Context: an optimization exercise on an open-source flow, tuned for small area, a short achievable clock period and few clock cycles per item. The choices shown serve that exercise and are no tape-out recipe. At most, simulation tests tie the RTL to the original design; equivalence was not proved. No activity file was given, so power comes from the tool's default toggle rates.

==> try-delta: inputs <==
==> flow/design.v (excerpt) <==
module four_key_debounce_long_press_events #(
  parameter int TIME_BITS = fkd_pkg::TIME_BITS_DEF
) (
  input  logic                         clk,
  input  logic                         rst_n,
  input  logic                         in_valid,
  output logic                         in_ready,
  input  logic                         in_operation,
  input  logic [fkd_pkg::NOW_W-1:0]    in_now_time,
  input  logic [fkd_pkg::NUM_KEYS-1:0] in_raw_pressed,
  output logic                         out_valid,
  input  logic                         out_ready,
  output logic [fkd_pkg::EV_W-1:0]     out_event_code,
  output logic [fkd_pkg::NUM_KEYS-1:0] out_stable_keys,
  input  logic                         cfg_valid,
  output logic                         cfg_ready,
  input  logic [fkd_pkg::CFG_IDX_W-1:0] cfg_index,
  input  logic [fkd_pkg::MS_W-1:0]     cfg_data
);
Settings: LEC_CHECK=0, CAP_MARGIN=20, CORE_MARGIN=2, CORE_UTILIZATION=55, CTS_BUF_LIST=sky130_fd_sc_hd__clkbuf_16, CTS_CLUSTER_DIAMETER=80, CTS_CLUSTER_SIZE=25, SLEW_MARGIN=20; clock period 13.0 ns.
standard.sh (not shown) runs the stock make flow with config.mk's settings and CLKGATE_MAP_FILE= SYNTH_SCRIPT=/design/flow/synth_recipe.tcl, a recipe that flattens the netlist after the stock synthesis.
==> flow/flow/run.sh <==
#!/bin/bash
# Own layout flow: the standard flow (standard synthesis unchanged), with
# timing repair aimed below the clock period, strong output port buffers and
# small input port buffers. Each tool's output goes to the logs under orfs/.
set -euo pipefail
here=$(pwd)
export SETUP_SLACK_MARGIN=${SETUP_SLACK_MARGIN:-9.6}
export BUFFER_PORTS_ARGS="-buffer_cell sky130_fd_sc_hd__buf_4"
export PRE_RESIZE_TCL=$here/flow/ports.tcl
bash standard.sh > std_flow.log 2>&1
==> flow/flow/ports.tcl <==
# Sourced before the placement resize step: the input ports keep their own
# buffer, but the smallest one; timing repair upsizes any that need it.
foreach inst [get_cells input*] {
  if { [get_property [get_lib_cells -of_objects $inst] name] == "sky130_fd_sc_hd__buf_4" } {
    replace_cell $inst sky130_fd_sc_hd__buf_1
  }
}
==> try-onyx: changes against try-delta <==
--- a/flow/design.v
+++ b/flow/design.v
@@ -31,17 +31,17 @@
 endpackage
 import fkd_pkg::*;
 module fkd_lane #(
   parameter int TIME_BITS = fkd_pkg::TIME_BITS_DEF
 ) (
   input  logic                      clk,
   input  logic                      rst_n,
   input  logic                      tick,
-  input  logic [15:0]               now,
+  input  logic [TIME_BITS-1:0]      now,
   input  logic                      lvl,
   input  logic [15:0]               win_q,
   input  logic [15:0]               win_a,
   input  logic [15:0]               win_o,
   input  logic                      dh_zero,
   input  logic                      dh_plus1,
   input  logic                      dh_minus1,
   input  logic                      debounce_zero,
@@ -153,87 +153,66 @@
   assign z      = x ^ y;
   assign lo     = ~x & y;
   assign hi     = x & ~y;
   assign zero   = !(|z);
   assign plus1  = z[0] && (z[15:1] == lo[14:0]);
   assign minus1 = z[0] && (z[15:1] == hi[14:0]);
 endmodule
 module fkd_held_ge (
-  input  logic [15:0] now_lo,
-  input  logic [15:0] c_lo,
-  input  logic        hi_eq,
-  input  logic        hi_eq1,
+  input  logic [31:0] now,
+  input  logic [31:0] c,
   input  logic [15:0] win_q,
   input  logic [15:0] win_a,
   input  logic [15:0] win_o,
   output logic        ge
 );
-  logic c_gt_now, win_ge1, win_ge2;
-  fkd_gt16 u_gt_now (.a(c_lo), .b(now_lo), .gt(c_gt_now));
+  logic c_gt_now, win_ge1, win_ge2, hi_eq, hi_eq1;
+  fkd_gt16 u_gt_now (.a(c[15:0]), .b(now[15:0]), .gt(c_gt_now));
   fkd_win16 u_win (
-    .c   (c_lo),
+    .c   (c[15:0]),
     .q   (win_q),
     .a   (win_a),
     .o   (win_o),
     .ge1 (win_ge1),
     .ge2 (win_ge2)
   );
+  logic hi_m1_unused;
+  fkd_pm1_16 u_hi (.x(now[31:16]), .y(c[31:16]), .zero(hi_eq), .plus1(hi_eq1), .minus1(hi_m1_unused));
   assign ge = c_gt_now ? !(hi_eq1 && win_ge2) : !(hi_eq && win_ge1);
 endmodule
 import fkd_pkg::*;
 module fkd_merge #(
   parameter int TIME_BITS = fkd_pkg::TIME_BITS_DEF
 ) (
   input  logic                                      clk,
   input  logic                                      rst_n,
   input  logic                                      tick,
   input  logic                                      fetch,
-  input  logic [15:0]                               now,
-  input  logic [15:0]                               in_now_hi,
-  input  logic [15:0]                               t_hi,
+  input  logic [TIME_BITS-1:0]                      now,
   input  logic [15:0]                               win_q,
   input  logic [15:0]                               win_a,
   input  logic [15:0]                               win_o,
   input  logic                                      long_zero,
   input  logic                                      lvl0,
   input  logic                                      stable0,
   input  logic [fkd_pkg::NUM_KEYS-1:0]              st_stable_nxt,
   input  logic [fkd_pkg::NUM_KEYS-1:0]              st_rise,
   input  logic [fkd_pkg::NUM_KEYS-1:0]              st_fall,
   output logic [fkd_pkg::EV_W-1:0]                  event_code
 );
   logic [EV_W-1:0]      slot_r;
-  logic [15:0]          press_lo_r, press_hi_r;
-  logic                 press_we;
-  logic [15:0]          press_hi_a;
-  logic                 p_eq_a, p_eq1_a, p_m1_unused;
-  logic                 p_eq_r, p_eq1_r;
+  logic [TIME_BITS-1:0] press_r;
   logic                 sent_r;
   logic                 press_ok;
   logic                 long_hit;
   logic                 slot_free;
-  assign press_we   = tick && lvl0 && !stable0;
-  assign press_hi_a = press_we ? t_hi : press_hi_r;
-  fkd_pm1_16 u_hi (
-    .x      (in_now_hi),
-    .y      (press_hi_a),
-    .zero   (p_eq_a),
-    .plus1  (p_eq1_a),
-    .minus1 (p_m1_unused)
-  );
-  always_ff @(posedge clk) begin
-    p_eq_r  <= p_eq_a;
-    p_eq1_r <= p_eq1_a;
-  end
   fkd_held_ge u_held (
-    .now_lo (now),
-    .c_lo   (press_lo_r),
-    .hi_eq  (p_eq_r),
-    .hi_eq1 (p_eq1_r),
+    .now    (now),
+    .c      (press_r),
     .win_q  (win_q),
     .win_a  (win_a),
     .win_o  (win_o),
     .ge     (press_ok)
   );
   assign long_hit  = st_rise[0] ? long_zero : (st_stable_nxt[0] && !sent_r && press_ok);
   assign slot_free = (slot_r == EV_NONE);
   assign event_code = fetch ? slot_r : EV_NONE;
@@ -257,20 +236,17 @@
           slot_r <= EV_MINUS;
         end else if (st_fall[3]) begin
           slot_r <= EV_OK;
         end
       end
     end
   end
   always_ff @(posedge clk) begin
-    if (press_we) begin
-      press_lo_r <= now;
-      press_hi_r <= t_hi;
-    end
+    if (tick && lvl0 && !stable0) press_r <= now;
   end
 endmodule
 import fkd_pkg::*;
 module four_key_debounce_long_press_events #(
   parameter int TIME_BITS = fkd_pkg::TIME_BITS_DEF
 ) (
   input  logic                         clk,
   input  logic                         rst_n,
@@ -287,17 +263,19 @@
   output logic                         cfg_ready,
   input  logic [fkd_pkg::CFG_IDX_W-1:0] cfg_index,
   input  logic [fkd_pkg::MS_W-1:0]     cfg_data
 );
   localparam int RES_W = EV_W + NUM_KEYS;
   logic                 in_ready_r;
   logic                 accept;
   logic                 tick_q, fetch_q;
-  logic [15:0]          now_q;
+  logic [15:0]          now_hi_q, now_lo_nq;
+  logic [TIME_BITS-1:0] now_q;
+  assign now_q = {now_hi_q, ~now_lo_nq};
   logic [NUM_KEYS-1:0]  raw_q;
   logic                 deb_we_q, long_we_q;
   logic [MS_W-1:0]      cfg_data_q;
   assign cfg_ready = 1'b1;
   assign in_ready  = in_ready_r;
   assign accept    = in_valid && in_ready_r;
   always_ff @(posedge clk) begin
     if (!rst_n) begin
@@ -308,17 +286,18 @@
     end else begin
       tick_q    <= accept && (in_operation == OP_TICK);
       fetch_q   <= accept && (in_operation == OP_FETCH);
       deb_we_q  <= cfg_valid && (cfg_index == CFG_DEBOUNCE);
       long_we_q <= cfg_valid && (cfg_index == CFG_LONG);
     end
   end
   always_ff @(posedge clk) begin
-    now_q      <= in_now_time[15:0];
+    now_hi_q   <= in_now_time[31:16];
+    now_lo_nq  <= ~in_now_time[15:0];
     raw_q      <= in_raw_pressed;
     cfg_data_q <= cfg_data;
   end
   logic [MS_W-1:0] debounce_r, long_r;
   always_ff @(posedge clk) begin
     if (!rst_n) begin
       debounce_r <= DEBOUNCE_RST;
       long_r     <= LONG_RST;
@@ -335,33 +314,27 @@
   logic [15:0] dq, da, do_, lq, la, lo;
   assign dq  = ~(debounce_r ^ now_q[15:0]);
   assign da  = debounce_r & ~now_q[15:0];
   assign do_ = debounce_r | ~now_q[15:0];
   assign lq  = ~(long_r ^ now_q[15:0]);
   assign la  = long_r & ~now_q[15:0];
   assign lo  = long_r | ~now_q[15:0];
   logic [15:0] t_hi_r;
-  logic        dh_zero_a, dh_plus1_a, dh_minus1_a;
   logic        dh_zero, dh_plus1, dh_minus1;
   always_ff @(posedge clk) begin
-    if (accept && (in_operation == OP_TICK)) t_hi_r <= in_now_time[31:16];
+    if (tick_q) t_hi_r <= now_q[31:16];
   end
   fkd_pm1_16 u_dh (
-    .x      (in_now_time[31:16]),
+    .x      (now_q[31:16]),
     .y      (t_hi_r),
-    .zero   (dh_zero_a),
-    .plus1  (dh_plus1_a),
-    .minus1 (dh_minus1_a)
+    .zero   (dh_zero),
+    .plus1  (dh_plus1),
+    .minus1 (dh_minus1)
   );
-  always_ff @(posedge clk) begin
-    dh_zero   <= dh_zero_a;
-    dh_plus1  <= dh_plus1_a;
-    dh_minus1 <= dh_minus1_a;
-  end
   assign deb_zero  = (debounce_r == '0);
   assign long_zero = (long_r == '0);
   for (genvar k = 0; k < NUM_KEYS; k++) begin : g_lane
     fkd_lane #(.TIME_BITS(TIME_BITS)) u_lane (
       .clk           (clk),
       .rst_n         (rst_n),
       .tick          (tick_q),
       .now           (now_q),
@@ -380,18 +353,16 @@
     );
   end
   fkd_merge #(.TIME_BITS(TIME_BITS)) u_merge (
     .clk           (clk),
     .rst_n         (rst_n),
     .tick          (tick_q),
     .fetch         (fetch_q),
     .now           (now_q),
-    .in_now_hi     (in_now_time[31:16]),
-    .t_hi          (t_hi_r),
     .win_q         (lq),
     .win_a         (la),
     .win_o         (lo),
     .long_zero     (long_zero),
     .lvl0          (raw_q[0]),
     .stable0       (stable_cur[0]),
     .st_stable_nxt (stable_all),
     .st_rise       (st_rise),
==> flow/flow/run.sh (replaced) <==
#!/bin/bash
# Own layout flow: the standard flow (standard synthesis unchanged), with
# timing repair aimed below the clock period, strong output port buffers and
# small input port buffers. Each tool's output goes to the logs under orfs/.
set -euo pipefail
here=$(pwd)
export SETUP_SLACK_MARGIN=${SETUP_SLACK_MARGIN:-9.35}
export BUFFER_PORTS_ARGS="-buffer_cell sky130_fd_sc_hd__buf_4"
export PRE_RESIZE_TCL=$here/flow/ports.tcl
bash standard.sh > std_flow.log 2>&1
- CTS_CLUSTER_DIAMETER: 80 -> 100
- CTS_CLUSTER_SIZE: 25 -> 30
==> summary of the runs <==
try-onyx completed with no timing, DRC or antenna violations. try-delta completed without violations. Between try-onyx and try-delta, the lower non-clock buffer count is in try-onyx (gap 48). Setup slack: try-delta is higher than try-onyx (15 ps). Critical path depth is the same in try-delta and try-onyx. Against try-delta, the fmax of try-onyx is smaller by about 0.4%. Of try-delta and try-onyx, try-delta has the higher clock power (gap 21%, measured against try-onyx). Between try-delta and try-onyx, the lower register-to-register slack is in try-onyx (gap 270 ps). In try-onyx the clock skew is higher than in try-delta, by 5.6 ps. In try-delta the global-route usage is lower than in try-onyx, by 0.19 points. In try-delta the combinational power is higher than in try-onyx, by 50%.
Testbench counts of try-onyx, summed over its fixed seeds: cycles 32,016, items 32,000.
For try-delta, only the layout was checked, not whether the RTL still works.

-- afterwards: timing with drivers on the ports --
No port has a modelled driver above. Below, the same layouts with a new extraction and two added sets of constraints.
Step 1 (the two cells are an assumption about what drives the block):
set clk [get_ports {clk}]
set_driving_cell -lib_cell sky130_fd_sc_hd__clkbuf_16 $clk
set_driving_cell -lib_cell sky130_fd_sc_hd__buf_2 [delete_from_list [all_inputs] $clk]
Step 2 also shifts input and output timing later by t, the mid clock arrival at the registers, as if the neighbouring blocks saw the same clock.
a / b / c = ideal ports / drivers / drivers and shift; a / b = the first two.
run | shift t [ns] | slack for setup (ns) | worst hold slack (ns) | worst register clock-pin slew, ns | cell pins on the clock port's net
try-delta | 0.540 | 9.427 / 9.379 / 8.975 | 0.456 / 0.456 / 0.456 | 0.10 / 0.10 | 1
try-onyx | 0.524 | 9.412 / 9.367 / 9.178 | 0.464 / 0.464 / 0.464 | 0.12 / 0.12 | 1
After both steps setup and hold are still met in every run listed. For try-delta, which loses most, drivers alone change the setup slack by -0.048 ns; drivers and shift together by -0.452 ns.
